This design comes from an exercise in tuning for small area, a short achievable clock period and few clock cycles per item on the open sky130 flow, not from production work. In this exercise RTL edits were held to simulation tests only and were not proved equivalent to the original.

[flow/run.sh]
#!/bin/bash
# synth_recipe.tcl (not shown) runs the flow's synth.tcl, then flattens the netlist and writes it again
# the make line also repeats each setting of config.mk as NAME=value (left out here)
make -C /OpenROAD-flow-scripts/flow DESIGN_CONFIG=/design/flow/config.mk WORK_HOME=/design/flow/orfs CLKGATE_MAP_FILE= SYNTH_SCRIPT=/design/flow/synth_recipe.tcl finish
[flow/design.v]
`default_nettype none
package dta_pkg;
    localparam logic [15:0] TEMP_OFFSET = 16'd4464;
    localparam logic [15:0] TEMP_ERROR  = 16'hC190;
    localparam logic [15:0] TEMP_SAT    = 16'h7FFF;
    localparam logic [15:0] Q_SAT       = 16'd37232;
    localparam logic [1:0] REG_FILTER_ON     = 2'd0;
    localparam logic [1:0] REG_WINDOW_LENGTH = 2'd1;
    localparam logic [1:0] REG_REFERENCE_CAL = 2'd2;
endpackage
`default_nettype wire
`default_nettype none
module dta_div #(
    parameter int             NR        = 8,
    parameter int             DW        = 12,
    parameter int             PW        = 1,
    parameter logic [NR-1:0]  REG_AFTER = '1
) (
    input  wire logic            aclk,
    input  wire logic            aresetn,
    input  wire logic            en,
    input  wire logic            vin,
    input  wire logic [DW-1:0]   rem_in,
    input  wire logic [2*NR-1:0] lo_in,
    input  wire logic [DW-1:0]   d_in,
    input  wire logic [DW+1:0]   d3_in,
    input  wire logic [PW-1:0]   p_in,
    output logic                 vout,
    output logic [DW-1:0]        rem_out,
    output logic [2*NR-1:0]      q_out,
    output logic [PW-1:0]        p_out
);
    localparam int NB = 2 * NR;
    logic          v_s   [NR+1];
    logic [DW-1:0] rem_s [NR+1];
    logic [NB-1:0] lo_s  [NR+1];
    logic [DW-1:0] d_s   [NR+1];
    logic [DW+1:0] d3_s  [NR+1];
    logic [PW-1:0] p_s   [NR+1];
    assign v_s[0]   = vin;
    assign rem_s[0] = rem_in;
    assign lo_s[0]  = lo_in;
    assign d_s[0]   = d_in;
    assign d3_s[0]  = d3_in;
    assign p_s[0]   = p_in;
    for (genvar r = 0; r < NR; r++) begin : g_row
        logic [DW-1:0] rem_c;
        logic [NB-1:0] lo_c;
        always_comb begin
            logic [DW+1:0] t;
            logic [DW+2:0] s1;
            logic [DW+2:0] s2;
            logic [DW+2:0] s3;
            t  = {rem_s[r], lo_s[r][NB-1:NB-2]};
            s1 = {1'b0, t} - {3'b000, d_s[r]};
            s2 = {1'b0, t} - {2'b00, d_s[r], 1'b0};
            s3 = {1'b0, t} - {1'b0, d3_s[r]};
            if (!s3[DW+2]) begin
                rem_c = s3[DW-1:0];
                lo_c  = {lo_s[r][NB-3:0], 2'd3};
            end else if (!s2[DW+2]) begin
                rem_c = s2[DW-1:0];
                lo_c  = {lo_s[r][NB-3:0], 2'd2};
            end else if (!s1[DW+2]) begin
                rem_c = s1[DW-1:0];
                lo_c  = {lo_s[r][NB-3:0], 2'd1};
            end else begin
                rem_c = t[DW-1:0];
                lo_c  = {lo_s[r][NB-3:0], 2'd0};
            end
        end
        if (REG_AFTER[r]) begin : g_reg
            logic          v_r;
            logic [DW-1:0] rem_r;
            logic [NB-1:0] lo_r;
            logic [DW-1:0] d_r;
            logic [DW+1:0] d3_r;
            logic [PW-1:0] p_r;
            always_ff @(posedge aclk) begin
                if (!aresetn) begin
                    v_r <= 1'b0;
                end else if (en) begin
                    v_r <= v_s[r];
                end
            end
            always_ff @(posedge aclk) begin
                if (en) begin
                    rem_r <= rem_c;
                    lo_r  <= lo_c;
                    d_r   <= d_s[r];
                    d3_r  <= d3_s[r];
                    p_r   <= p_s[r];
                end
            end
            assign v_s[r+1]   = v_r;
            assign rem_s[r+1] = rem_r;
            assign lo_s[r+1]  = lo_r;
            assign d_s[r+1]   = d_r;
            assign d3_s[r+1]  = d3_r;
            assign p_s[r+1]   = p_r;
        end else begin : g_comb
            assign v_s[r+1]   = v_s[r];
            assign rem_s[r+1] = rem_c;
            assign lo_s[r+1]  = lo_c;
            assign d_s[r+1]   = d_s[r];
            assign d3_s[r+1]  = d3_s[r];
            assign p_s[r+1]   = p_s[r];
        end
    end
    assign vout    = v_s[NR];
    assign rem_out = rem_s[NR];
    assign q_out   = lo_s[NR];
    assign p_out   = p_s[NR];
endmodule
`default_nettype wire
`default_nettype none
module dta_ram #(
    parameter int WIDTH = 16,
    parameter int DEPTH = 32
) (
    input  wire logic                     aclk,
    input  wire logic                     we,
    input  wire logic [$clog2(DEPTH)-1:0] waddr,
    input  wire logic [WIDTH-1:0]         wdata,
    input  wire logic [$clog2(DEPTH)-1:0] raddr_a,
    output logic      [WIDTH-1:0]         rdata_a,
    input  wire logic [$clog2(DEPTH)-1:0] raddr_b,
    output logic      [WIDTH-1:0]         rdata_b
);
    logic [WIDTH-1:0] mem [DEPTH];
    always_ff @(posedge aclk) begin
        if (we) begin
            mem[waddr] <= wdata;
        end
    end
    assign rdata_a = mem[raddr_a];
    assign rdata_b = mem[raddr_b];
endmodule
`default_nettype wire
`default_nettype none
import dta_pkg::*;
module die_temperature_average
#(
    parameter int MAX_WINDOW   = 32,
    parameter int READING_BITS = 12
) (
    input  wire logic                                  aclk,
    input  wire logic                                  aresetn,
    input  wire logic [((2*READING_BITS+7)/8)*8-1:0]   s_tdata,
    input  wire logic                                  s_tuser,
    input  wire logic                                  s_tvalid,
    output logic                                       s_tready,
    output logic [15:0]                                m_tdata,
    output logic                                       m_tuser,
    output logic                                       m_tvalid,
    input  wire logic                                  m_tready,
    input  wire logic                                  psel,
    input  wire logic                                  penable,
    input  wire logic                                  pwrite,
    input  wire logic [3:0]                            paddr,
    input  wire logic [31:0]                           pwdata,
    output logic [31:0]                                prdata,
    output logic                                       pready
);
    localparam int RB = READING_BITS;
    logic          filter_on_reg;
    logic [5:0]    window_length_reg;
    logic [RB-1:0] ref_cal_reg;
    logic [19:0]   cal165_reg;     
    logic [5:0]    win_reg;        
    logic [7:0]    win3_reg;       
    logic          dofilt_reg;     
    logic          cfg_write;
    logic [5:0]    wl_new;
    logic [5:0]    win_new;
    assign pready    = 1'b1;
    assign cfg_write = psel & penable & pwrite;
    always_comb begin
        wl_new = pwdata[5:0];
        if (wl_new == 6'd0)       win_new = 6'd1;
        else if (wl_new > 6'd32)  win_new = 6'd32;
        else                      win_new = wl_new;
    end
    always_ff @(posedge aclk) begin
        if (!aresetn) begin
            filter_on_reg     <= 1'b1;
            window_length_reg <= 6'd8;
            ref_cal_reg       <= RB'(1500);
            win_reg           <= 6'd8;
            win3_reg          <= 8'd24;
            dofilt_reg        <= 1'b1;
        end else if (cfg_write) begin
            case (paddr[3:2])
                REG_FILTER_ON: begin
                    filter_on_reg <= pwdata[0];
                    dofilt_reg    <= pwdata[0] && (win_reg > 6'd1);
                end
                REG_WINDOW_LENGTH: begin
                    window_length_reg <= pwdata[5:0];
                    win_reg           <= win_new;
                    win3_reg          <= 8'(win_new) * 8'd3;
                    dofilt_reg        <= filter_on_reg && (win_new > 6'd1);
                end
                REG_REFERENCE_CAL: ref_cal_reg <= pwdata[RB-1:0];
                default: ;
            endcase
        end
    end
    always_ff @(posedge aclk) begin
        cal165_reg <= 20'(ref_cal_reg) * 20'd165;
    end
    always_comb begin
        case (paddr[3:2])
            REG_FILTER_ON:     prdata = {31'd0, filter_on_reg};
            REG_WINDOW_LENGTH: prdata = {26'd0, window_length_reg};
            REG_REFERENCE_CAL: prdata = 32'(ref_cal_reg);
            default:           prdata = 32'd0;
        endcase
    end
    logic en;
    logic adv;
    logic walking;
    logic f_v;
    logic m_valid_reg;
    assign adv      = !m_valid_reg || m_tready;
    assign en       = adv && !(walking && f_v);
    assign s_tready = en;
    logic          a_v;
    logic [RB-1:0] a_s;
    logic [RB-1:0] a_r;
    logic          a_err;
    always_ff @(posedge aclk) begin
        if (!aresetn)  a_v <= 1'b0;
        else if (en)   a_v <= s_tvalid;
    end
    always_ff @(posedge aclk) begin
        if (en) begin
            a_r   <= s_tdata[RB-1:0];
            a_s   <= s_tdata[2*RB-1:RB];
            a_err <= s_tuser || (s_tdata[RB-1:0] == '0);
        end
    end
    logic          b1_v;
    logic [25:0]   b1_pl;
    logic [25:0]   b1_ph;
    logic [RB-1:0] b1_r;
    logic          b1_err;
    always_ff @(posedge aclk) begin
        if (!aresetn)  b1_v <= 1'b0;
        else if (en)   b1_v <= a_v;
    end
    always_ff @(posedge aclk) begin
        if (en) begin
            b1_pl  <= 26'(a_s[5:0]) * 26'(cal165_reg);
            b1_ph  <= 26'(a_s[11:6]) * 26'(cal165_reg);
            b1_r   <= a_r;
            b1_err <= a_err;
        end
    end
    logic [31:0]   b_p;
    logic [12:0]   b_s1;
    assign b_p  = 32'(b1_pl) + {b1_ph, 6'd0};
    assign b_s1 = {1'b0, b_p[16:5]} + {1'b0, b_p[4:0], 7'd0};
    logic          b2_v;
    logic [26:0]   b2_a0;
    logic          b2_c1;
    logic [11:0]   b2_r1;
    logic [RB-1:0] b2_r;
    logic          b2_err;
    always_ff @(posedge aclk) begin
        if (!aresetn)  b2_v <= 1'b0;
        else if (en)   b2_v <= b1_v;
    end
    always_ff @(posedge aclk) begin
        if (en) begin
            b2_a0  <= b_p[31:5];
            b2_c1  <= b_s1[12];
            b2_r1  <= b_s1[11:0];
            b2_r   <= b1_r;
            b2_err <= b1_err;
        end
    end
    logic [14:0] y_A1;
    logic [15:0] y_x2;
    logic [15:0] y_k2s;
    assign y_A1  = b2_a0[26:12];
    assign y_x2  = {1'b0, y_A1} + 16'(b2_c1) + {4'd0, b2_r1};
    assign y_k2s = y_x2 + {12'd0, y_x2[15:12]} + 16'd1;
    logic [26:0] y_base;
    assign y_base = b2_a0 + 27'(y_A1);
    logic          d1_v;
    logic [26:0]   d1_base;
    logic [12:0]   d1_bhi1;        
    logic [3:0]    d1_k;
    logic [RB-1:0] d1_r;
    logic          d1_err;
    always_ff @(posedge aclk) begin
        if (!aresetn)  d1_v <= 1'b0;
        else if (en)   d1_v <= b2_v;
    end
    always_ff @(posedge aclk) begin
        if (en) begin
            d1_base <= y_base;
            d1_bhi1 <= y_base[26:14] + 13'd1;
            d1_k    <= 4'(b2_c1) + y_k2s[15:12];
            d1_r    <= b2_r;
            d1_err  <= b2_err;
        end
    end
    logic [26:0]   d_y;
    logic          q_v;
    logic [15:0]   q_q;
    logic [RB-1:0] q_rem;
    logic [1:0]    q_p;
    logic [RB+1:0] d_r3;
    logic [14:0] d_ylo;
    assign d_ylo = {1'b0, d1_base[13:0]} + 15'(d1_k);
    assign d_y   = {(d_ylo[14] ? d1_bhi1 : d1_base[26:14]), d_ylo[13:0]};
    assign d_r3 = {2'b00, d1_r} + {1'b0, d1_r, 1'b0};
    dta_div #(
        .NR        (8),
        .DW        (RB),
        .PW        (2),
        .REG_AFTER (8'b0101_0101)
    ) u_cdiv (
        .aclk    (aclk),
        .aresetn (aresetn),
        .en      (en),
        .vin     (d1_v),
        .rem_in  ({1'b0, d_y[26:16]}),
        .lo_in   (d_y[15:0]),
        .d_in    (d1_r),
        .d3_in   (d_r3),
        .p_in    ({d1_err, ({1'b0, d_y[26:16]} >= d1_r)}),
        .vout    (q_v),
        .rem_out (q_rem),
        .q_out   (q_q),
        .p_out   (q_p)
    );
    logic        f_err;
    logic        f_ovf;
    logic [15:0] f_q;
    assign f_v   = q_v;
    assign f_err = q_p[1];
    assign f_ovf = q_p[0];
    assign f_q   = q_q;
    logic [15:0] f_smp;
    assign f_smp = (f_ovf || (f_q >= Q_SAT)) ? TEMP_SAT : (f_q - TEMP_OFFSET);
    logic [4:0]         ws_reg;       
    logic [4:0]         slot_reg;     
    logic [5:0]         fill_reg;     
    logic [7:0]         fill3_reg;    
    logic [5:0]         hw_reg;       
    logic signed [20:0] sum_reg;      
    logic [3:0]         wk_reg;       
    logic [5:0]         wk_lim;       
    logic [5:0]         lim_fw;       
    logic [5:0]         lim_new;      
    logic               wk_acc;       
    logic        g_v;
    logic        g_err;
    logic [15:0] g_smp;
    logic [15:0] g_es;
    logic [15:0] g_ef;
    logic        upd_g;
    logic        upd;
    logic        inc;
    logic [5:0]  slot_inc;
    logic [4:0]  ws_new;
    logic [5:0]  fill_new;
    logic [7:0]  fill3_new;
    logic [5:0]  hw_new;
    logic [4:0]  nx_slot;
    logic [5:0]  nx_fill;
    logic [5:0]  nx_hw;
    logic [4:0]  ra_a;
    logic [4:0]  ra_b;
    logic [15:0] rd_a;
    logic [15:0] rd_b;
    logic [5:0]  wk_i0;
    logic [5:0]  wk_i1;
    assign upd_g     = g_v && !g_err && dofilt_reg;
    assign upd       = en && upd_g;
    assign slot_inc  = {1'b0, slot_reg} + 6'd1;
    assign ws_new    = (slot_inc == win_reg) ? 5'd0 : slot_inc[4:0];
    assign inc       = fill_reg < win_reg;
    assign fill_new  = inc ? fill_reg + 6'd1 : win_reg;
    assign fill3_new = inc ? fill3_reg + 8'd3 : win3_reg;
    assign hw_new    = ({1'b0, slot_reg} == hw_reg) ? hw_reg + 6'd1 : hw_reg;
    assign nx_slot   = upd_g ? ws_new : slot_reg;
    assign nx_fill   = upd_g ? fill_new : fill_reg;
    assign nx_hw     = upd_g ? hw_new : hw_reg;
    assign lim_fw    = (fill_reg < win_reg) ? fill_reg : win_reg;
    assign lim_new   = (fill_reg < win_new) ? fill_reg : win_new;
    assign wk_lim    = (lim_fw < hw_reg) ? lim_fw : hw_reg;
    assign wk_i0     = {1'b0, wk_reg, 1'b0};
    assign wk_i1     = {1'b0, wk_reg, 1'b1};
    assign ra_a      = walking ? wk_i0[4:0] : nx_slot;
    assign ra_b      = walking ? wk_i1[4:0] : nx_fill[4:0];
    dta_ram #(
        .WIDTH (16),
        .DEPTH (MAX_WINDOW)
    ) u_store (
        .aclk    (aclk),
        .we      (upd),
        .waddr   (slot_reg),
        .wdata   (g_smp),
        .raddr_a (ra_a),
        .rdata_a (rd_a),
        .raddr_b (ra_b),
        .rdata_b (rd_b)
    );
    always_ff @(posedge aclk) begin
        if (!aresetn)  g_v <= 1'b0;
        else if (en)   g_v <= f_v;
    end
    always_ff @(posedge aclk) begin
        if (en) begin
            g_err <= f_err;
            g_smp <= f_smp;
        end
    end
    always_ff @(posedge aclk) begin
        if (walking) begin
            g_es <= (wk_i0 < wk_lim) ? rd_a : 16'd0;
            g_ef <= (wk_i1 < wk_lim) ? rd_b : 16'd0;
        end else if (en) begin
            g_es <= ({1'b0, nx_slot} < nx_hw) ? rd_a : 16'd0;
            g_ef <= ((nx_fill < win_reg) && (nx_fill < nx_hw)) ? rd_b : 16'd0;
        end
    end
    logic signed [20:0] sum_new;
    assign sum_new = sum_reg + 21'($signed(g_smp)) + 21'($signed(g_ef)) - 21'($signed(g_es));
    always_ff @(posedge aclk) begin
        if (!aresetn) begin
            ws_reg    <= '0;
            slot_reg  <= '0;
            fill_reg  <= '0;
            fill3_reg <= '0;
            hw_reg    <= '0;
            sum_reg   <= '0;
            walking   <= 1'b0;
            wk_acc    <= 1'b0;
            wk_reg    <= '0;
        end else begin
            wk_acc <= walking;
            if (cfg_write && (paddr[3:2] == REG_WINDOW_LENGTH)) begin
                wk_acc   <= 1'b0;
                wk_reg   <= '0;
                slot_reg <= ({1'b0, ws_reg} < win_new) ? ws_reg : 5'd0;
                if ((lim_new != lim_fw) || walking || wk_acc) begin
                    walking <= 1'b1;
                    sum_reg <= '0;
                end
            end else if (walking || wk_acc) begin
                if (wk_acc) begin
                    sum_reg <= sum_reg + 21'($signed(g_es)) + 21'($signed(g_ef));
                end
                if (walking) begin
                    wk_reg   <= wk_reg + 4'd1;
                    if ((wk_i0 + 6'd2) >= wk_lim) begin
                        walking <= 1'b0;
                    end
                end
            end else if (upd) begin
                ws_reg    <= ws_new;
                slot_reg  <= ws_new;
                fill_reg  <= fill_new;
                fill3_reg <= fill3_new;
                hw_reg    <= hw_new;
                sum_reg   <= sum_new;
            end
        end
    end
    logic               h_v;
    logic               h_err;
    logic signed [20:0] h_sum;
    logic [5:0]         h_fill;
    logic [7:0]         h_fill3;
    always_ff @(posedge aclk) begin
        if (!aresetn)  h_v <= 1'b0;
        else if (en)   h_v <= g_v;
    end
    always_ff @(posedge aclk) begin
        if (en) begin
            h_err <= g_err;
            if (g_err) begin
                h_sum   <= 21'($signed(TEMP_ERROR));
                h_fill  <= 6'd1;
                h_fill3 <= 8'd3;
            end else if (dofilt_reg) begin
                h_sum   <= sum_new;
                h_fill  <= fill_new;
                h_fill3 <= fill3_new;
            end else begin
                h_sum   <= 21'($signed(g_smp));
                h_fill  <= 6'd1;
                h_fill3 <= 8'd3;
            end
        end
    end
    logic        h_neg;
    logic [19:0] h_mag;
    logic [5:0]  h_t;
    logic        h_q14;
    logic [5:0]  h_rem;
    assign h_neg = h_sum[20];
    assign h_mag = h_neg ? ~h_sum[19:0] : h_sum[19:0];
    assign h_t   = h_mag[19:14];
    assign h_q14 = h_t >= h_fill;
    assign h_rem = h_q14 ? h_t - h_fill : h_t;
    logic        mq_v;
    logic [13:0] mq_q;
    logic [5:0]  mq_rem;
    logic [2:0]  mq_p;
    dta_div #(
        .NR        (7),
        .DW        (6),
        .PW        (3),
        .REG_AFTER (7'b001_0101)
    ) u_mdiv (
        .aclk    (aclk),
        .aresetn (aresetn),
        .en      (en),
        .vin     (h_v),
        .rem_in  (h_rem),
        .lo_in   (h_mag[13:0]),
        .d_in    (h_fill),
        .d3_in   (h_fill3),
        .p_in    ({h_err, h_neg, h_q14}),
        .vout    (mq_v),
        .rem_out (mq_rem),
        .q_out   (mq_q),
        .p_out   (mq_p)
    );
    logic [15:0] m_temp_reg;
    logic        m_err_reg;
    always_ff @(posedge aclk) begin
        if (!aresetn)  m_valid_reg <= 1'b0;
        else if (en)   m_valid_reg <= mq_v;
    end
    always_ff @(posedge aclk) begin
        if (en) begin
            m_temp_reg <= mq_p[1] ? ~{1'b0, mq_p[0], mq_q} : {1'b0, mq_p[0], mq_q};
            m_err_reg  <= mq_p[2];
        end
    end
    assign m_tvalid = m_valid_reg;
    assign m_tdata  = m_temp_reg;
    assign m_tuser  = m_err_reg;
endmodule
`default_nettype wire
[flow/config.mk]
export PLATFORM = sky130hd
export DESIGN_NAME = die_temperature_average
export DESIGN_NICKNAME = die_temperature_average
export VERILOG_FILES = /design/flow/design.v
export SDC_FILE = /design/flow/constraint.sdc
export NUM_CORES = 4
export LEC_CHECK = 0
export ABC_AREA = 1
export CAP_MARGIN = 20
export CORE_MARGIN = 2
export CORE_UTILIZATION = 40
export CTS_CLUSTER_DIAMETER = 100
export CTS_CLUSTER_SIZE = 30
export SETUP_SLACK_MARGIN = 2.0
export SLEW_MARGIN = 20
export TNS_END_PERCENT = 0
[flow/constraint.sdc]
create_clock -name core_clock -period 6.0 [get_ports {aclk}]
set_input_delay 1.2000 -clock core_clock [delete_from_list [all_inputs] [get_ports {aclk}]]
set_output_delay 1.2000 -clock core_clock [all_outputs]
set_load 0.01 [all_outputs]
==> impl_metrics.ini, run 1 <==
[run_status]
status = finished clean

[clock_network]
cts_tree = built
clock-sinks = 1262
cts_max_level = 3
root_buffer = clkbuf_16
cts_buffers = 69
clockBufferDepth = 3
worstSkewPairLatency_ns = 0.78
clk_pin_slew_ns = 0.11

[yosys]
yosysSeqAreaShare_pct = 40.2
netlist_top_cells_area = edfxtp_1 37%, ha_1 10%, nand2_1 10%
synth.area.mux_share_pct = 0.0590
synth_fa_ha_area_share_pct = 15.9
synth_top_area_cell = edfxtp_1
synthDistinctLibCells = 80
synth_edf_count = 1138
syn_area_per_cell_sq_um = 8.54
synth_compound_area_share_pct = 8.40
syn_inst = 10700
netlist.area_leader.share_pct = 37.5
async_flop_share_pct = 0
synth-seq-cells = 1262
ys.flop_type = edfxtp_1
synth-xor-area-share_pct = 4.18
yosys.area_share.simple_pct = 22.9
yosys_warnings = 16
syn-cell-area_sq_mm = 0.0912
synth_top_family_by_area = simple AND/OR/NAND/NOR gates

[placed_design]
hpwl_um = 191000
gp_congestion = 0.930
place_area_sq_mm = 0.0952
portBuffers = 76

[setup_path]
worstSetupEndpointType = flop
criticalPathCategory = reg -> reg
arrival_ns = 5.08
cp_data_required_time_ns = 6.53
reg2regPathDepth = 20
reg2reg_slack_ns = 1.45
worstPathMaxFanout = 40
r2r-start = slot_reg[0]$_SDFFE_PN0P_
critPathLaunchType = flop
reg2reg_to = g_es[14]$_DFFE_PP_

[route]
ant_nets = 0
dr_total_vias = 75800
avgViaCountPerCell = 5.49
wirelength_um = 277000
drt-wirelength-per-cell_um = 20.0
drc_errors = 0
drtPass1Iterations = 6
first_iter_violations = 7148

[flow_run]
maxCapViolations = 0

[sta]
final-setup-viol-count = 0
min_period_ns = 4.55
clock_skew_ns = 0.0805
slew_headroom_pct = 24.4
rsz0062_at_grt = true
worst_pin_slew_ns = 1.13
finalCritPeriodShare_pct = 75.8
fin_setup_tns_ns = 0
max_freq_ghz = 0.220
hold_violations = 0
slew_violations = 0

[finish]
stdcell_area_sq_mm = 0.101
layout_common_cells = 2391 x nand2_1, 1395 x nand3_1, 1368 x inv_1
layout_commonest_cell = nand2_1
largest_register_ff_count = 512
nets = 11800
n_fill_cell = 21800
register_area_sq_mm = 0.0367
synthToLayoutAreaGrowth_pct = 10.6
reg_top3 = u_store.mem: 512 flops, u_cdiv.g_row.g_reg.lo_r: 64 flops, u_cdiv.g_row.g_reg.d3_r: 56 flops
drive_gt1_share_pct = 8.56
largest-register = u_store.mem
multi_input_area_sq_mm = 0.0488

[global_routing]
grt_max_degree = 180
grt_overflow_total = 0
antenna_found_initial = 3
grt_pass1_wl_um = 424000
grt_pass1_vias = 74000
grt_usage_pct = 23.3

[hold_path]
hp-class = reg -> reg
min_from = u_mdiv.g_row[0].g_reg.lo_r[8]$_DFFE_PP_
whs_path_depth = 0
min_to = u_mdiv.g_row[2].g_reg.lo_r[12]$_DFFE_PP_

[floorplan]
die_y_um = 482
die_area_sq_mm = 0.232
coreArea_sq_mm = 0.227
die_w_um = 482
rows = 175
start_util_pct = 40.2
io_pins = 120
==> layout make-up <==
class / count / area share (%)
multi-input combinational: 7568 / 48.4
timing repair buffer: 402 / 3.49
sequential: 1262 / 36.4
inverter: 1451 / 5.49
clock inverter: 46 / 0.797
clock buffer: 76 / 1.76
timing repair inverter: 4 / 0.0248
antenna: 2 / 0.00496
tap: 3009 / 3.73
==> worst max-delay path: stages, from the launching register on <==
cell and delay, ns:
dfxtp_1 0.52, inv_1 0.23, ha_1 0.42, inv_1 0.06
nand2_1 0.05, nand2_1 0.04, nor2_1 0.09, nand2_1 0.05
nor2_1 0.10, nand3_2 0.18, nand3_1 0.19, nand3_1 0.11
nand2_2 0.44, buf_4 0.74, nand3_1 0.19, nand3_1 0.21
nand2_1 0.08, nand2_1 0.16, nand2_1 0.23, nand2_2 0.13
inv_2 0.03
==> stage by stage <==
stage	worst slack [ns]	cells	hold slack, ns	util, %
after global placement	0.462	13500	0.402	41.9
final	1.45	13800	0.424	44.4
after CTS	1.58	13800	0.417	44.1
after detailed placement	0.407	13500	0.405	41.9
after floorplan	1.91	10700	0.381	-
after global routing	1.22	13800	0.426	44.4
==> cells in the mapped netlist, drive strengths merged, types with 39 or more instances <==
cell type,count
or2,53
xnor2,139
buf,269
edfxtp,1138
ha,730
o211ai,59
a31oi,40
inv,1450
fa,269
nand2,2454
nor2,459
a21o,39
nor3,71
o21ai,416
a21oi,606
nand4,243
dfxtp,124
nand3,1413
clkbuf,155
xor2,294
==> kinds of logic after synthesis <==
logic type,after synthesis
xor+xnor,433
mux,5
simple gates,4764
flops,1262
compound gates,1342
buf+inv,1875
other cells,2
fa+ha+maj,999
==> layer usage <==
layer / track usage, % / part of all wire, % / vias to the layer above
met1: 31.8 / 44 / 36400
met5: 0 / 0 / -
met3: 2.98 / 6.7 / 488
met4: 7.98 / 3.4 / 0
li1: - / - / 36100
met2: 38.0 / 46 / 2816
==> timing repair <==
item / 4_1_cts / 5_1_grt
hold buffers: 0 / 0
pin swaps: 68 / 48
endpoints found under the setup margin: 193 / 195
resized for setup: 257 / 116
endpoints found under the hold margin: 0 / 0
gates cloned: 8 / 1
setup buffers: 146 / 34
==> worst max-delay path by stage <==
| stage | startpoint | end | slack [ns] | cells after the start |
|---|---|---|---|---|
| after global routing | u_cdiv.g_row[4].g_reg.lo_r[14]$_DFFE_PP_ | u_cdiv.g_row[6].g_reg.rem_r[4]$_DFFE_PP_ | 1.22 | 28 |
| after floorplan | a_s[8]$_DFFE_PP_ | b1_ph[25]$_DFFE_PP_ | 1.91 | 21 |
| after detailed placement | u_cdiv.g_row[4].g_reg.d3_r[0]$_DFFE_PP_ | u_cdiv.g_row[6].g_reg.rem_r[0]$_DFFE_PP_ | 0.41 | 26 |
| after global placement | u_cdiv.g_row[4].g_reg.d3_r[0]$_DFFE_PP_ | u_cdiv.g_row[6].g_reg.rem_r[0]$_DFFE_PP_ | 0.46 | 26 |
| after CTS | u_cdiv.g_row[4].g_reg.d3_r[0]$_DFFE_PP_ | u_cdiv.g_row[6].g_reg.rem_r[8]$_DFFE_PP_ | 1.58 | 27 |
| final | slot_reg[0]$_SDFFE_PN0P_ | g_es[14]$_DFFE_PP_ | 1.45 | 20 |
Testbench counts, summed over its fixed seeds: cycles 1,824, items 1,280.
==> inputs of run 2 (changes only) <==
--- a/flow/design.v
+++ b/flow/design.v
@@ -167,6 +167,7 @@
     logic [5:0]    window_length_reg;
     logic [RB-1:0] ref_cal_reg;
     logic [19:0]   cal165_reg;     
+    logic [21:0]   cal495_reg;     
     logic [5:0]    win_reg;        
     logic [7:0]    win3_reg;       
     logic          dofilt_reg;     
@@ -208,6 +209,7 @@
     end
     always_ff @(posedge aclk) begin
         cal165_reg <= 20'(ref_cal_reg) * 20'd165;
+        cal495_reg <= 22'(ref_cal_reg) * 22'd495;
     end
     always_comb begin
         case (paddr[3:2])
@@ -226,7 +228,9 @@
     assign en       = adv && !(walking && f_v);
     assign s_tready = en;
     logic          a_v;
-    logic [RB-1:0] a_s;
+    logic [RB/2-1:0] a_s1;         
+    logic [RB/2-1:0] a_s2;         
+    logic [RB/2-1:0] a_s3;         
     logic [RB-1:0] a_r;
     logic          a_err;
     always_ff @(posedge aclk) begin
@@ -236,13 +240,27 @@
     always_ff @(posedge aclk) begin
         if (en) begin
             a_r   <= s_tdata[RB-1:0];
-            a_s   <= s_tdata[2*RB-1:RB];
+            for (int i = 0; i < RB / 2; i++) begin
+                a_s1[i] <= (s_tdata[RB+2*i+1 -: 2] == 2'd1);
+                a_s2[i] <= (s_tdata[RB+2*i+1 -: 2] == 2'd2);
+                a_s3[i] <= (s_tdata[RB+2*i+1 -: 2] == 2'd3);
+            end
             a_err <= s_tuser || (s_tdata[RB-1:0] == '0);
         end
     end
+    logic [31:0] b_pc;
+    always_comb begin
+        logic [21:0] pp;
+        b_pc = 32'd0;
+        for (int i = 0; i < RB / 2; i++) begin
+            pp = ({22{a_s1[i]}} & {2'b00, cal165_reg})
+               | ({22{a_s2[i]}} & {1'b0, cal165_reg, 1'b0})
+               | ({22{a_s3[i]}} & cal495_reg);
+            b_pc = b_pc + (32'(pp) << (2 * i));
+        end
+    end
     logic          b1_v;
-    logic [25:0]   b1_pl;
-    logic [25:0]   b1_ph;
+    logic [31:0]   b1_p;
     logic [RB-1:0] b1_r;
     logic          b1_err;
     always_ff @(posedge aclk) begin
@@ -251,60 +269,43 @@
     end
     always_ff @(posedge aclk) begin
         if (en) begin
-            b1_pl  <= 26'(a_s[5:0]) * 26'(cal165_reg);
-            b1_ph  <= 26'(a_s[11:6]) * 26'(cal165_reg);
+            b1_p   <= b_pc;
             b1_r   <= a_r;
             b1_err <= a_err;
         end
     end
     logic [31:0]   b_p;
-    logic [12:0]   b_s1;
-    assign b_p  = 32'(b1_pl) + {b1_ph, 6'd0};
-    assign b_s1 = {1'b0, b_p[16:5]} + {1'b0, b_p[4:0], 7'd0};
-    logic          b2_v;
-    logic [26:0]   b2_a0;
-    logic          b2_c1;
-    logic [11:0]   b2_r1;
-    logic [RB-1:0] b2_r;
-    logic          b2_err;
-    always_ff @(posedge aclk) begin
-        if (!aresetn)  b2_v <= 1'b0;
-        else if (en)   b2_v <= b1_v;
-    end
-    always_ff @(posedge aclk) begin
-        if (en) begin
-            b2_a0  <= b_p[31:5];
-            b2_c1  <= b_s1[12];
-            b2_r1  <= b_s1[11:0];
-            b2_r   <= b1_r;
-            b2_err <= b1_err;
+    logic [26:0]   b_base;
+    logic [15:0]   b_z;
+    assign b_p    = b1_p;
+    assign b_base = b_p[31:5] + 27'(b_p[31:17]);
+    assign b_z    = 16'(b_p[31:17]) + 16'(b_p[16:5]) + {4'd0, b_p[4:0], 7'd0};
+    logic [2:0] b_k;
+    always_comb begin
+        b_k = 3'd0;
+        for (int j = 1; j <= 7; j++) begin
+            if (b_z >= 16'(4095 * j)) b_k = 3'(j);
         end
     end
-    logic [14:0] y_A1;
-    logic [15:0] y_x2;
-    logic [15:0] y_k2s;
-    assign y_A1  = b2_a0[26:12];
-    assign y_x2  = {1'b0, y_A1} + 16'(b2_c1) + {4'd0, b2_r1};
-    assign y_k2s = y_x2 + {12'd0, y_x2[15:12]} + 16'd1;
-    logic [26:0] y_base;
-    assign y_base = b2_a0 + 27'(y_A1);
     logic          d1_v;
-    logic [26:0]   d1_base;
+    logic [26:0]   d1_base;        
     logic [12:0]   d1_bhi1;        
-    logic [3:0]    d1_k;
+    logic          d1_b1s;         
+    logic [2:0]    d1_k;
     logic [RB-1:0] d1_r;
     logic          d1_err;
     always_ff @(posedge aclk) begin
         if (!aresetn)  d1_v <= 1'b0;
-        else if (en)   d1_v <= b2_v;
+        else if (en)   d1_v <= b1_v;
     end
     always_ff @(posedge aclk) begin
         if (en) begin
-            d1_base <= y_base;
-            d1_bhi1 <= y_base[26:14] + 13'd1;
-            d1_k    <= 4'(b2_c1) + y_k2s[15:12];
-            d1_r    <= b2_r;
-            d1_err  <= b2_err;
+            d1_base <= b_base;
+            d1_bhi1 <= b_base[26:14] + 13'd1;
+            d1_b1s  <= &b_base[13:3];
+            d1_k    <= b_k;
+            d1_r    <= b1_r;
+            d1_err  <= b1_err;
         end
     end
     logic [26:0]   d_y;
@@ -313,9 +314,11 @@
     logic [RB-1:0] q_rem;
     logic [1:0]    q_p;
     logic [RB+1:0] d_r3;
-    logic [14:0] d_ylo;
-    assign d_ylo = {1'b0, d1_base[13:0]} + 15'(d1_k);
-    assign d_y   = {(d_ylo[14] ? d1_bhi1 : d1_base[26:14]), d_ylo[13:0]};
+    logic [3:0]  d_klo;
+    logic        d_c14;
+    assign d_klo = {1'b0, d1_base[2:0]} + {1'b0, d1_k};
+    assign d_c14 = d1_b1s && d_klo[3];
+    assign d_y   = {(d_c14 ? d1_bhi1 : d1_base[26:14]), d1_base[13:0] + 14'(d1_k)};
     assign d_r3 = {2'b00, d1_r} + {1'b0, d1_r, 1'b0};
     dta_div #(
         .NR        (8),
@@ -349,6 +352,9 @@
     logic [4:0]         ws_reg;       
     logic [4:0]         slot_reg;     
     logic [5:0]         fill_reg;     
+    logic [4:0]         slot_nx_reg;  
+    logic [5:0]         fill_nx_reg;  
+    logic               wfix;         
     logic [7:0]         fill3_reg;    
     logic [5:0]         hw_reg;       
     logic signed [20:0] sum_reg;      
@@ -373,6 +379,9 @@
     logic [4:0]  nx_slot;
     logic [5:0]  nx_fill;
     logic [5:0]  nx_hw;
+    logic [5:0]  nx2_inc;
+    logic [4:0]  nx2_slot;
+    logic [5:0]  nx2_fill;
     logic [4:0]  ra_a;
     logic [4:0]  ra_b;
     logic [15:0] rd_a;
@@ -387,9 +396,12 @@
     assign fill_new  = inc ? fill_reg + 6'd1 : win_reg;
     assign fill3_new = inc ? fill3_reg + 8'd3 : win3_reg;
     assign hw_new    = ({1'b0, slot_reg} == hw_reg) ? hw_reg + 6'd1 : hw_reg;
-    assign nx_slot   = upd_g ? ws_new : slot_reg;
-    assign nx_fill   = upd_g ? fill_new : fill_reg;
+    assign nx_slot   = upd_g ? slot_nx_reg : slot_reg;
+    assign nx_fill   = upd_g ? fill_nx_reg : fill_reg;
     assign nx_hw     = upd_g ? hw_new : hw_reg;
+    assign nx2_inc   = {1'b0, slot_nx_reg} + 6'd1;
+    assign nx2_slot  = (nx2_inc == win_reg) ? 5'd0 : nx2_inc[4:0];
+    assign nx2_fill  = (fill_nx_reg < win_reg) ? fill_nx_reg + 6'd1 : win_reg;
     assign lim_fw    = (fill_reg < win_reg) ? fill_reg : win_reg;
     assign lim_new   = (fill_reg < win_new) ? fill_reg : win_new;
     assign wk_lim    = (lim_fw < hw_reg) ? lim_fw : hw_reg;
@@ -433,9 +445,12 @@
     assign sum_new = sum_reg + 21'($signed(g_smp)) + 21'($signed(g_ef)) - 21'($signed(g_es));
     always_ff @(posedge aclk) begin
         if (!aresetn) begin
-            ws_reg    <= '0;
-            slot_reg  <= '0;
-            fill_reg  <= '0;
+            ws_reg      <= '0;
+            slot_reg    <= '0;
+            fill_reg    <= '0;
+            slot_nx_reg <= 5'd1;
+            fill_nx_reg <= 6'd1;
+            wfix        <= 1'b0;
             fill3_reg <= '0;
             hw_reg    <= '0;
             sum_reg   <= '0;
@@ -444,6 +459,11 @@
             wk_reg    <= '0;
         end else begin
             wk_acc <= walking;
+            wfix   <= cfg_write && (paddr[3:2] == REG_WINDOW_LENGTH);
+            if (wfix) begin
+                slot_nx_reg <= ws_new;
+                fill_nx_reg <= fill_new;
+            end
             if (cfg_write && (paddr[3:2] == REG_WINDOW_LENGTH)) begin
                 wk_acc   <= 1'b0;
                 wk_reg   <= '0;
@@ -463,9 +483,11 @@
                     end
                 end
             end else if (upd) begin
-                ws_reg    <= ws_new;
-                slot_reg  <= ws_new;
-                fill_reg  <= fill_new;
+                ws_reg      <= slot_nx_reg;
+                slot_reg    <= slot_nx_reg;
+                fill_reg    <= fill_nx_reg;
+                slot_nx_reg <= nx2_slot;
+                fill_nx_reg <= nx2_fill;
                 fill3_reg <= fill3_new;
                 hw_reg    <= hw_new;
                 sum_reg   <= sum_new;
@@ -490,7 +512,7 @@
                 h_fill3 <= 8'd3;
             end else if (dofilt_reg) begin
                 h_sum   <= sum_new;
-                h_fill  <= fill_new;
+                h_fill  <= fill_nx_reg;
                 h_fill3 <= fill3_new;
             end else begin
                 h_sum   <= 21'($signed(g_smp));
--- a/flow/config.mk
+++ b/flow/config.mk
@@ -10,7 +10,7 @@
 export CORE_MARGIN = 2
 export CORE_UTILIZATION = 40
 export CTS_CLUSTER_DIAMETER = 100
-export CTS_CLUSTER_SIZE = 30
+export CTS_CLUSTER_SIZE = 24
 export SETUP_SLACK_MARGIN = 2.0
 export SLEW_MARGIN = 20
 export TNS_END_PERCENT = 0
==> impl_metrics.ini, run 2 <==
[yosys]
netlist_top_cells_area = edfxtp_1 36%, ha_1 10%, nand2_1 9.4%
yosys_warnings = 16
netlist.area_leader.share_pct = 36.4
ys.flop_type = edfxtp_1
synth-seq-cells = 1233
synthDistinctLibCells = 85
synth_edf_count = 1078
async_flop_share_pct = 0
syn_inst = 10400
synthTopCellsByCount = 2230 x nand2_1, 1196 x inv_1, 1185 x nand3_1
syn_area_per_cell_sq_um = 8.57
synth_top_area_cell = edfxtp_1
synth.most_common_cell = nand2_1
syn-cell-area_sq_mm = 0.0888
yosysSeqAreaShare_pct = 39.9

[global_routing]
grt_usage_pct = 24.3
grt_max_degree = 171
grt_pass1_wl_um = 426000
grt_overflow_total = 0
antenna_found_initial = 14
grt_pass1_vias = 73100

[placed_design]
portBuffers = 76
gp_congestion = 0.931
hpwl_um = 197000

[floorplan]
die_y_um = 475
coreArea_sq_mm = 0.220
rows = 172
start_util_pct = 40.4
io_pins = 120
die_w_um = 475
die_area_sq_mm = 0.226

[sta]
rsz0062_at_grt = true
max_freq_ghz = 0.227
fin_setup_tns_ns = 0
worst_pin_slew_ns = 1.08
finalCritPeriodShare_pct = 73.3
min_period_ns = 4.40
slew_headroom_pct = 28.3
clock_skew_ns = 0.0634
final-setup-viol-count = 0
slew_violations = 0
hold_violations = 0

[setup_path]
r2r-start = u_cdiv.g_row[2].g_reg.d_r[4]$_DFFE_PP_
slowest_stage = edfxtp_1
worstPathMaxFanout = 6
arrival_ns = 4.86
critical-path-top-cell-by-count = o21ai_0
crit_start = u_cdiv.g_row[2].g_reg.d_r[4]$_DFFE_PP_
critPathMaxStageDelay_ns = 0.46
reg2reg_slack_ns = 1.60
critical_path.cell_chain = inv_4 -> ha_1 -> a21oi_1 -> o21ai_0 -> a21oi_2 -> nor2_1 -> nor2_4 -> buf_12 -> o211ai_1 -> a21oi_4 -> ha_4 -> a21oi_1 -> o21ai_0 -> a31oi_1 -> o21ai_0 -> xor2_1 -> nand2_1 -> nand3_1 -> nand2_1 -> nand2_2
critPathLaunchType = flop
cp_data_required_time_ns = 6.46
worstSetupEndpointType = flop
criticalPathCategory = reg -> reg

[finish]
synthToLayoutAreaGrowth_pct = 13.4
layout_common_cells = 2192 x nand2_1, 1158 x nand3_1, 1120 x inv_1
layout_commonest_cell = nand2_1
register_area_sq_mm = 0.0355
n_fill_cell = 20900
largest_register_ff_count = 512
reg_top3 = u_store.mem: 512 flops, u_cdiv.g_row.g_reg.lo_r: 64 flops, u_cdiv.g_row.g_reg.d3_r: 56 flops
drive_gt1_share_pct = 11.4
nets = 11700
multi_input_area_sq_mm = 0.0493
largest-register = u_store.mem

[clock_network]
root_buffer = clkbuf_16
clockBufferDepth = 3
cts_max_level = 3
clock-sinks = 1233
holdBufCountCts = 0
cts_buffers = 74
cts_tree = built
worstSkewPairLatency_ns = 0.75
clk_pin_slew_ns = 0.09

[route]
drtPass1Iterations = 8
avgViaCountPerCell = 5.53
dr_total_vias = 75400
wirelength_um = 281000
ant_nets = 0
first_iter_violations = 7506
drc_errors = 0
drt-wirelength-per-cell_um = 20.6

[run_status]
status = finished clean

[hold_path]
hp-class = reg -> reg
min_from = b1_r[7]$_DFFE_PP_

[flow_run]
maxCapViolations = 0
-- run 2: critical path, delay by kind of cell (launching register included) --
kind,cells,cell delay [ns]
compound gates,9,1.97
simple gates,6,0.65
fa+ha+maj,2,0.58
flops,1,0.46
buf+inv,2,0.30
xor+xnor,1,0.17
-- run 2: metrics by stage --
stage / utilization [%] / cell area, sq um / hold slack (ns) / instances / setup slack [ns]
2_1_floorplan: - / 89100 / 0.388 / 10400 / 1.92
4_1_cts: 45.6 / 100000 / 0.413 / 13600 / 1.78
5_1_grt: 45.7 / 101000 / 0.425 / 13600 / 1.40
6_report: 45.7 / 101000 / 0.417 / 13600 / 1.60
3_3_place_gp: 42.2 / 92900 / 0.402 / 13200 / 0.703
3_5_place_dp: 42.2 / 92900 / 0.405 / 13200 / 0.607
-- run 2: area by class of cell --
| cell class | instances | share of cell area, % |
|---|---|---|
| multi-input combinational | 7542 | 49.0 |
| timing repair inverter | 1 | 0.00870 |
| timing repair buffer | 551 | 4.88 |
| inverter | 1224 | 4.73 |
| sequential | 1233 | 35.3 |
| tap | 2958 | 3.67 |
| clock inverter | 40 | 0.595 |
| clock buffer | 79 | 1.86 |
| antenna | 3 | 0.00745 |
-- run 2: cell families after synthesis --
group,Yosys count,share of synthesized area (%)
other,2,0.00845
muxes,14,0.166
buffers and inverters,1609,7.52
DFF,1233,39.9
adders and majority gates,989,16.0
xor gates and xnor gates,412,4.09
AOI/OAI and AO/OA,1731,11.1
and+or+nand+nor,4372,21.2
-- run 2: final timing paths --
kind,end,cells after the start
worst min register to register,d1_r[7]$_DFFE_PP_,0
worst max register to register,u_cdiv.g_row[4].g_reg.rem_r[9]$_DFFE_PP_,20
worst min-delay path,d1_r[7]$_DFFE_PP_,0
worst max-delay path,u_cdiv.g_row[4].g_reg.rem_r[9]$_DFFE_PP_,20
-- run 2: per-layer routing --
layer / up-vias / routed length, um / share of wire, % / global-route usage, %
li1: 35600 / - / - / -
met1: 36000 / 119000 / 42 / 32.9
met2: 3121 / 128000 / 46 / 39.3
met3: 571 / 21500 / 7.7 / 3.40
met4: 6 / 11700 / 4.2 / 9.21
met5: - / 39 / 0.014 / 0
-- run 2: timing repair --
item	in CTS	in global routing
resized for setup	552	64
pin swaps	171	34
cloned	5	0
setup endpoints to repair	184	189
buffers inserted	300	23
Testbench counts of run 2, summed over its fixed seeds: cycles 1,792, items 1,280.
==> inputs of run 3 (changes only) <==
--- a/flow/config.mk
+++ b/flow/config.mk
@@ -11,6 +11,7 @@
 export CORE_UTILIZATION = 40
 export CTS_CLUSTER_DIAMETER = 100
 export CTS_CLUSTER_SIZE = 24
+export PLACE_DENSITY = 0.7
 export SETUP_SLACK_MARGIN = 2.0
 export SLEW_MARGIN = 20
 export TNS_END_PERCENT = 0
==> impl_metrics.ini, run 3 <==
[clock_network]
cts_buffers = 70
cts_max_level = 3
worstSkewPairLatency_ns = 0.76
holdBufCountCts = 0
clock-sinks = 1233
clockBufferDepth = 3
clk_pin_slew_ns = 0.09
cts_tree = built
root_buffer = clkbuf_16

[setup_path]
critical-path-top-cell-by-count = buf_4
reg2reg_slack_ns = 1.62
critPathMaxStageDelay_ns = 0.56
slowest_stage = edfxtp_1
criticalPathCategory = reg -> reg
worstSetupEndpointType = flop
critPathLaunchType = flop
worstPathMaxFanout = 9
arrival_ns = 4.95
cp_data_required_time_ns = 6.57

[sta]
max_freq_ghz = 0.228
final-setup-viol-count = 0
rsz0062_at_grt = true
slew_headroom_pct = 21.9
finalCritPeriodShare_pct = 73.0
min_period_ns = 4.38
worst_pin_slew_ns = 1.17
clock_skew_ns = 0.0556
hold_violations = 0
slew_violations = 0
fin_setup_tns_ns = 0

[yosys]
synth_top_area_cell = edfxtp_1
async_flop_share_pct = 0
netlist.area_leader.share_pct = 36.4
syn-cell-area_sq_mm = 0.0888
syn_inst = 10400
yosysSeqAreaShare_pct = 39.9
synth.most_common_cell = nand2_1
ys.flop_type = edfxtp_1
syn_area_per_cell_sq_um = 8.57
yosys_warnings = 16
synth-seq-cells = 1233
netlist_top_cells_area = edfxtp_1 36%, ha_1 10%, nand2_1 9.4%
synthTopCellsByCount = 2230 x nand2_1, 1196 x inv_1, 1185 x nand3_1
synth_edf_count = 1078
synthDistinctLibCells = 85

[run_status]
status = finished clean

[global_routing]
grt_usage_pct = 21.7
grt_pass1_wl_um = 389000
antenna_found_initial = 8
grt_max_degree = 181
grt_overflow_total = 0
grt_pass1_vias = 69500

[route]
ant_nets = 0
first_iter_violations = 7468
dr_total_vias = 74300
drt-wirelength-per-cell_um = 18.7
drtPass1Iterations = 8
avgViaCountPerCell = 5.45
wirelength_um = 255000
drc_errors = 0

[finish]
reg_top3 = u_store.mem: 512 flops, u_cdiv.g_row.g_reg.lo_r: 64 flops, u_cdiv.g_row.g_reg.d3_r: 56 flops
instances_no_fill = 13600
largest-register = u_store.mem
drive_gt1_share_pct = 12.0
layout_common_cells = 2182 x nand2_1, 1154 x nand3_1, 1107 x inv_1
post-route-util_pct = 45.8
synthToLayoutAreaGrowth_pct = 13.4
layout_commonest_cell = nand2_1
nets = 11700
largest_register_ff_count = 512

[floorplan]
die_area_sq_mm = 0.226
rows = 172
die_y_um = 475
io_pins = 120
start_util_pct = 40.4
coreArea_sq_mm = 0.220
die_w_um = 475

[hold_path]
hp-class = reg -> reg

[placed_design]
hpwl_um = 174000
gp_congestion = 0.952
dp.cells = 13200
portBuffers = 76

[flow_run]
maxCapViolations = 0
-- run 3: per-layer routing --
metal  part of all wire (%)  GRT usage (%)
met1                     42           29.1
met2                     45           35.0
met3                    8.5           3.47
met4                    4.2           9.08
met5                  0.013              0
-- run 3: path summary, 6_finish.rpt --
kind	start	cells past startpoint	end
setup / recovery	u_cdiv.g_row[2].g_reg.d_r[8]$_DFFE_PP_	30	u_cdiv.g_row[4].g_reg.rem_r[11]$_DFFE_PP_
hold / removal	h_err$_DFFE_PP_	0	u_mdiv.g_row[0].g_reg.p_r[2]$_DFFE_PP_
setup reg to reg	u_cdiv.g_row[2].g_reg.d_r[8]$_DFFE_PP_	30	u_cdiv.g_row[4].g_reg.rem_r[11]$_DFFE_PP_
hold reg to reg	h_err$_DFFE_PP_	0	u_mdiv.g_row[0].g_reg.p_r[2]$_DFFE_PP_
-- run 3: kinds of logic (layout without fill, tap and decap cells) --
family / Yosys count / after routing / share of synthesized area [%]
mux: 14 / 14 / 0.166
fa+ha+maj: 989 / 989 / 16.0
compound gates: 1731 / 1731 / 11.1
xor+xnor: 412 / 412 / 4.09
other cells: 2 / 25 / 0.00845
flops: 1233 / 1233 / 39.9
buf+inv: 1609 / 1905 / 7.52
simple gates: 4372 / 4376 / 21.2
-- run 3: worst max-delay path: cells and delay by family (launching register included) --
family | cells | cell delay, ns
compound gates | 3 | 0.46
simple gates | 8 | 0.67
fa+ha+maj | 1 | 0.26
flops | 1 | 0.56
buf+inv | 18 | 2.23
-- run 3: repair_timing --
item                                    4_1_cts  5_1_grt
buffers inserted                            242      110
pin swaps                                   126      162
endpoints found under the setup margin      190      194
resized for setup                           397      294
gates cloned                                  8        3
-- run 3: per-stage QoR --
stage | hold slack, ns | area [sq um] | setup WS, ns
floorplan | 0.388 | 89100 | 1.92
CTS | 0.417 | 98600 | 1.75
global placement | 0.401 | 92700 | 0.722
finish | 0.419 | 101000 | 1.62
global route | 0.416 | 101000 | 1.43
detailed placement | 0.405 | 92700 | 0.603
-- run 3: final cells by class --
type,instances,area [sq um]
well taps,2958,3700
diodes,4,10.0
repair buffers,564,4960
inverters,1224,4740
fillers,20500,119000
flip-flops and latches,1233,35500
clock inverters,26,330
multi-input cells,7543,49600
repair inverters,4,31.3
clock buffers,87,1840
==> inputs of run 4 (changes only) <==
--- a/flow/config.mk
+++ b/flow/config.mk
@@ -9,9 +9,6 @@
 export CAP_MARGIN = 20
 export CORE_MARGIN = 2
 export CORE_UTILIZATION = 40
-export CTS_CLUSTER_DIAMETER = 100
-export CTS_CLUSTER_SIZE = 24
-export PLACE_DENSITY = 0.7
 export SETUP_SLACK_MARGIN = 2.0
 export SLEW_MARGIN = 20
 export TNS_END_PERCENT = 0
==> impl_metrics.ini, run 4 <==
[finish]
synthToLayoutAreaGrowth_pct = 15.0
layout_common_cells = 2205 x nand2_1, 1170 x nand3_1, 1126 x inv_1
register_area_sq_mm = 0.0355
n_fill_cell = 20800
nets = 11700
instances_no_fill = 13700
largest_register_ff_count = 512
multi_input_area_sq_mm = 0.0489
largest-register = u_store.mem
reg_top3 = u_store.mem: 512 flops, u_cdiv.g_row.g_reg.lo_r: 64 flops, u_cdiv.g_row.g_reg.d3_r: 56 flops
drive_gt1_share_pct = 11.1
layout_commonest_cell = nand2_1

[global_routing]
grt_pass1_wl_um = 428000
antenna_found_initial = 12
grt_pass1_vias = 73300
grt_usage_pct = 24.4
grt_overflow_total = 0
grt_max_degree = 171

[sta]
hold_violations = 0
worst_pin_slew_ns = 1.07
rsz0062_at_grt = true
slew_headroom_pct = 28.4
finalCritPeriodShare_pct = 73.9
min_period_ns = 4.43
final-setup-viol-count = 0
slew_violations = 0
fin_setup_tns_ns = 0
max_freq_ghz = 0.226
clock_skew_ns = 0.0475

[setup_path]
worstPathMaxFanout = 8
criticalPathCategory = reg -> reg
cp_data_required_time_ns = 6.54
worstSetupEndpointType = flop
critPathLaunchType = flop
slowest_stage = edfxtp_1
critical-path-top-cell-by-count = a21oi_2
critPathMaxStageDelay_ns = 0.40
arrival_ns = 4.97
path_buf_inv = 6
reg2regPathDepth = 27
reg2reg_slack_ns = 1.57
crit_cells = 27
critical-path-top-delay-family = simple AND/OR/NAND/NOR gates

[clock_network]
cts_max_level = 4
root_buffer = clkbuf_16
worstSkewPairLatency_ns = 0.82
holdBufCountCts = 0
clockBufferDepth = 3
clk_pin_slew_ns = 0.06
cts_buffers = 145
clock-sinks = 1233
cts_tree = built

[yosys]
yosys_warnings = 16
synthDistinctLibCells = 85
synth_edf_count = 1078
async_flop_share_pct = 0
syn_area_per_cell_sq_um = 8.57
netlist.area_leader.share_pct = 36.4
synthTopCellsByCount = 2230 x nand2_1, 1196 x inv_1, 1185 x nand3_1
yosysSeqAreaShare_pct = 39.9
synth_top_area_cell = edfxtp_1
syn_inst = 10400
netlist_top_cells_area = edfxtp_1 36%, ha_1 10%, nand2_1 9.4%
syn-cell-area_sq_mm = 0.0888
ys.flop_type = edfxtp_1
synth.most_common_cell = nand2_1
synth-seq-cells = 1233

[hold_path]
hp-class = reg -> reg
whs_path_depth = 0

[floorplan]
io_pins = 120
die_w_um = 475
die_area_sq_mm = 0.226
rows = 172
coreArea_sq_mm = 0.220
start_util_pct = 40.4
die_y_um = 475

[route]
wirelength_um = 282000
drtPass1Iterations = 8
drt-wirelength-per-cell_um = 20.5
drc_errors = 0
ant_nets = 0
first_iter_violations = 7795
dr_total_vias = 75600
avgViaCountPerCell = 5.51

[placed_design]
portBuffers = 76
hpwl_um = 197000
dp.cells = 13200
gp_congestion = 0.931

[run_status]
status = finished clean

[flow_run]
maxCapViolations = 0
[run 4: cell counts after synthesis]
Identical to the previous run, type by type.
[run 4: metrics by stage]
step                      setup slack (ns)  area (sq um)  hold WS (ns)  util (%)
after CTS                             1.71        101000         0.406      46.1
after global routing                  1.34        102000         0.408      46.4
after floorplan                       1.92         89100         0.388         -
after global placement               0.703         92900         0.402      42.2
after detailed placement             0.607         92900         0.405      42.2
final                                 1.57        102000         0.405      46.4
[run 4: kinds of logic after synthesis]
kind of cell / share of synthesized area (%)
and+or+nand+nor: 21.2
AOI/OAI and AO/OA: 11.1
buffers and inverters: 7.52
DFF: 39.9
adders and majority gates: 16.0
xor gates and xnor gates: 4.09
muxes: 0.166
other: 0.00845
[run 4: final timing paths]
check / from / end
worst min register to register: u_cdiv.g_row[2].g_reg.lo_r[6]$_DFFE_PP_ / u_cdiv.g_row[4].g_reg.lo_r[10]$_DFFE_PP_
worst max register to register: u_cdiv.g_row[4].g_reg.d_r[5]$_DFFE_PP_ / u_cdiv.g_row[6].g_reg.rem_r[0]$_DFFE_PP_
worst min-delay path: u_cdiv.g_row[2].g_reg.lo_r[6]$_DFFE_PP_ / u_cdiv.g_row[4].g_reg.lo_r[10]$_DFFE_PP_
worst max-delay path: u_cdiv.g_row[4].g_reg.d_r[5]$_DFFE_PP_ / u_cdiv.g_row[6].g_reg.rem_r[0]$_DFFE_PP_
[run 4: what timing repair did]
| action | CTS | global route |
|---|---|---|
| pin swaps | 98 | 55 |
| cloned | 8 | 1 |
| endpoints found under the setup margin | 183 | 191 |
| buffers inserted | 226 | 46 |
| resized for setup | 413 | 94 |
[run 4: routing by layer]
| layer | GRT usage, % | vias to the layer above | part of all wire [%] |
|---|---|---|---|
| met5 | 0 | - | 0.015 |
| met4 | 9.82 | 8 | 4.0 |
| met3 | 3.71 | 599 | 7.8 |
| met2 | 39.2 | 3111 | 46 |
| met1 | 33.0 | 36100 | 43 |
| li1 | - | 35800 | - |
[run 4: area by class of cell]
class	instances	share of cell area, %
multi-input combinational	7543	47.9
sequential	1233	34.8
inverter	1224	4.64
timing repair buffer	501	4.38
clock buffer	185	3.87
tap	2958	3.62
clock inverter	77	0.813
timing repair inverter	3	0.0233
antenna	6	0.0147
==> inputs of run 5 (changes only) <==
--- a/flow/config.mk
+++ b/flow/config.mk
@@ -6,9 +6,11 @@
 export NUM_CORES = 4
 export LEC_CHECK = 0
 export ABC_AREA = 1
-export CAP_MARGIN = 20
+export CAP_MARGIN = 10
 export CORE_MARGIN = 2
 export CORE_UTILIZATION = 40
+export CTS_CLUSTER_DIAMETER = 100
+export CTS_CLUSTER_SIZE = 24
 export SETUP_SLACK_MARGIN = 2.0
-export SLEW_MARGIN = 20
+export SLEW_MARGIN = 10
 export TNS_END_PERCENT = 0
==> impl_metrics.ini, run 5 <==
[placed_design]
hpwl_um = 197000
portBuffers = 76
dp.cells = 13200
dp_slack_ns = 0.624
gp_congestion = 0.931

[finish]
largest_register_ff_count = 512
drive_gt1_share_pct = 11.7
instances_no_fill = 13600
layout_commonest_cell = nand2_1
reg_top3 = u_store.mem: 512 flops, u_cdiv.g_row.g_reg.lo_r: 64 flops, u_cdiv.g_row.g_reg.d3_r: 56 flops
register_area_sq_mm = 0.0355
n_fill_cell = 20800
largest-register = u_store.mem
post-route-util_pct = 45.8
nets = 11700
multi_input_area_sq_mm = 0.0495
layout_common_cells = 2191 x nand2_1, 1168 x nand3_1, 1120 x inv_1
synthToLayoutAreaGrowth_pct = 13.4

[setup_path]
criticalPathCategory = reg -> reg
worstPathMaxFanout = 60
slowest_stage = edfxtp_1
critPathMaxStageDelay_ns = 0.63
critical_path.cell_chain = inv_4 -> nand2_4 -> nor2_8 -> nand2_1 -> o21ai_2 -> nand2_8 -> inv_8 -> buf_4 -> o21ai_0 -> nand3_1 -> nand3_1 -> a21oi_1 -> or2_1 -> a21oi_1
arrival_ns = 4.80
critPathLaunchType = flop
cp_data_required_time_ns = 6.45
worstSetupEndpointType = flop

[route]
drc_errors = 0
dr_total_vias = 75500
drt-wirelength-per-cell_um = 20.6
avgViaCountPerCell = 5.53
first_iter_violations = 7717
wirelength_um = 281000
ant_nets = 0
drtPass1Iterations = 7

[sta]
slew_violations = 0
hold_violations = 0
min_period_ns = 4.34
finalCritPeriodShare_pct = 72.4
fin_setup_tns_ns = 0
max_freq_ghz = 0.230
slew_headroom_pct = 19.8
whs_ns = 0.413
clock_skew_ns = 0.0506
rsz0062_at_grt = true
worst_slack_ns = 1.66
worst_pin_slew_ns = 1.20
final-setup-viol-count = 0

[clock_network]
cts_buffers = 73
root_buffer = clkbuf_16
clockBufferDepth = 3
cts_max_level = 3
holdBufCountCts = 0
clk_pin_slew_ns = 0.10
worstSkewPairLatency_ns = 0.73
clock-sinks = 1233
cts_tree = built

[global_routing]
grt_max_degree = 171
antenna_found_initial = 10
grt_usage_pct = 24.1
grt_pass1_wl_um = 424000
grt_overflow_total = 0
grt_pass1_vias = 72600

[floorplan]
die_area_sq_mm = 0.226
die_y_um = 475
start_util_pct = 40.4
io_pins = 120
die_w_um = 475
rows = 172
coreArea_sq_mm = 0.220

[yosys]
syn_area_per_cell_sq_um = 8.57
syn-cell-area_sq_mm = 0.0888
synth_top_area_cell = edfxtp_1
netlist_top_cells_area = edfxtp_1 36%, ha_1 10%, nand2_1 9.4%
async_flop_share_pct = 0
synth-seq-cells = 1233
synthTopCellsByCount = 2230 x nand2_1, 1196 x inv_1, 1185 x nand3_1
yosys_warnings = 16
syn_inst = 10400
netlist.area_leader.share_pct = 36.4
synth_edf_count = 1078
synthDistinctLibCells = 85
yosysSeqAreaShare_pct = 39.9
ys.flop_type = edfxtp_1
synth.most_common_cell = nand2_1

[hold_path]
hp-class = reg -> reg

[flow_run]
maxCapViolations = 0

[run_status]
status = finished clean
-- run 5: cell counts after synthesis --
Identical to the previous run, type by type.
-- run 5: kinds of logic after synthesis --
logic type / share of synthesized area, %
flip-flops: 39.9
multiplexers: 0.166
AO/OA/AOI/OAI: 11.1
AND/OR/NAND/NOR: 21.2
buffers and inverters: 7.52
other: 0.00845
XOR/XNOR: 4.09
adder cells (fa/ha/maj): 16.0
-- run 5: layout make-up --
| cell class | instances | share of cell area [%] |
|---|---|---|
| diodes | 5 | 0.0124 |
| flip-flops and latches | 1233 | 35.2 |
| multi-input cells | 7542 | 49.1 |
| inverters | 1224 | 4.72 |
| repair inverters | 3 | 0.0248 |
| repair buffers | 564 | 4.93 |
| clock buffers | 87 | 1.95 |
| clock inverters | 32 | 0.377 |
| well taps | 2958 | 3.67 |
-- run 5: path summary, 6_finish.rpt --
check	from	end	slack [ns]	depth (start not counted)
max	g_err$_DFFE_PP_	g_es[2]$_DFFE_PP_	1.66	14
min	u_cdiv.g_row[2].g_reg.lo_r[6]$_DFFE_PP_	u_cdiv.g_row[4].g_reg.lo_r[10]$_DFFE_PP_	0.41	0
min reg2reg	u_cdiv.g_row[2].g_reg.lo_r[6]$_DFFE_PP_	u_cdiv.g_row[4].g_reg.lo_r[10]$_DFFE_PP_	0.41	0
max reg2reg	g_err$_DFFE_PP_	g_es[2]$_DFFE_PP_	1.66	14
-- run 5: repair_timing --
| item | in CTS | in global routing |
|---|---|---|
| gates cloned | 5 | 2 |
| setup endpoints to repair | 184 | 194 |
| buffers inserted | 219 | 119 |
| resized for setup | 396 | 240 |
| pin swaps | 94 | 105 |
-- run 5: stage by stage --
step	instance area, sq um
3_3_place_gp	92900
2_1_floorplan	89100
5_1_grt	101000
6_report	101000
4_1_cts	98800
3_5_place_dp	92900
-- run 5: worst max-delay path: cells and delay by family (launching register included) --
family / cells / cell delay (ns)
buffers and inverters: 3 / 1.26
and+or+nand+nor: 7 / 1.22
AOI/OAI and AO/OA: 4 / 0.82
DFF: 1 / 0.63
-- run 5: layer usage --
metal | GRT usage (%) | vias up | wire, um
li1 | - | 35700 | -
met4 | 9.51 | 4 | 11500
met1 | 32.8 | 36100 | 119000
met2 | 38.8 | 3165 | 128000
met3 | 3.35 | 568 | 21800
met5 | 0 | - | 26

-- separate check: timing with driven ports --
No port has a modelled driver above. Below, the same layouts with a new extraction and two added sets of constraints.
Step 1 (the two cells are an assumption about what drives the block):
set clk [get_ports {aclk}]
set_driving_cell -lib_cell sky130_fd_sc_hd__clkbuf_16 $clk
set_driving_cell -lib_cell sky130_fd_sc_hd__buf_2 [delete_from_list [all_inputs] $clk]
Step 2, shift: input delay + t, output delay - t, t = (earliest + latest rising clock arrival at the registers) / 2. This alone moves slack from input paths to output paths.
a / b / c = ideal / step 1 / step 2; a / b = the first two.
run	t (ns)	setup WS [ns]	worst setup path after step 2
run 1	0.839	1.452 / 1.452 / 0.916	input to register
run 2	0.816	1.600 / 1.504 / 0.995	input to register
run 3	0.817	1.622 / 1.622 / 1.173	input to register
run 4	0.881	1.568 / 1.433 / 0.981	input to register
run 5	0.794	1.658 / 1.528 / 0.993	input to register
After both steps every run listed still meets setup and hold. The setup slack of run 5, which loses most, moves by -0.130 ns with the drivers and by -0.665 ns with both steps.
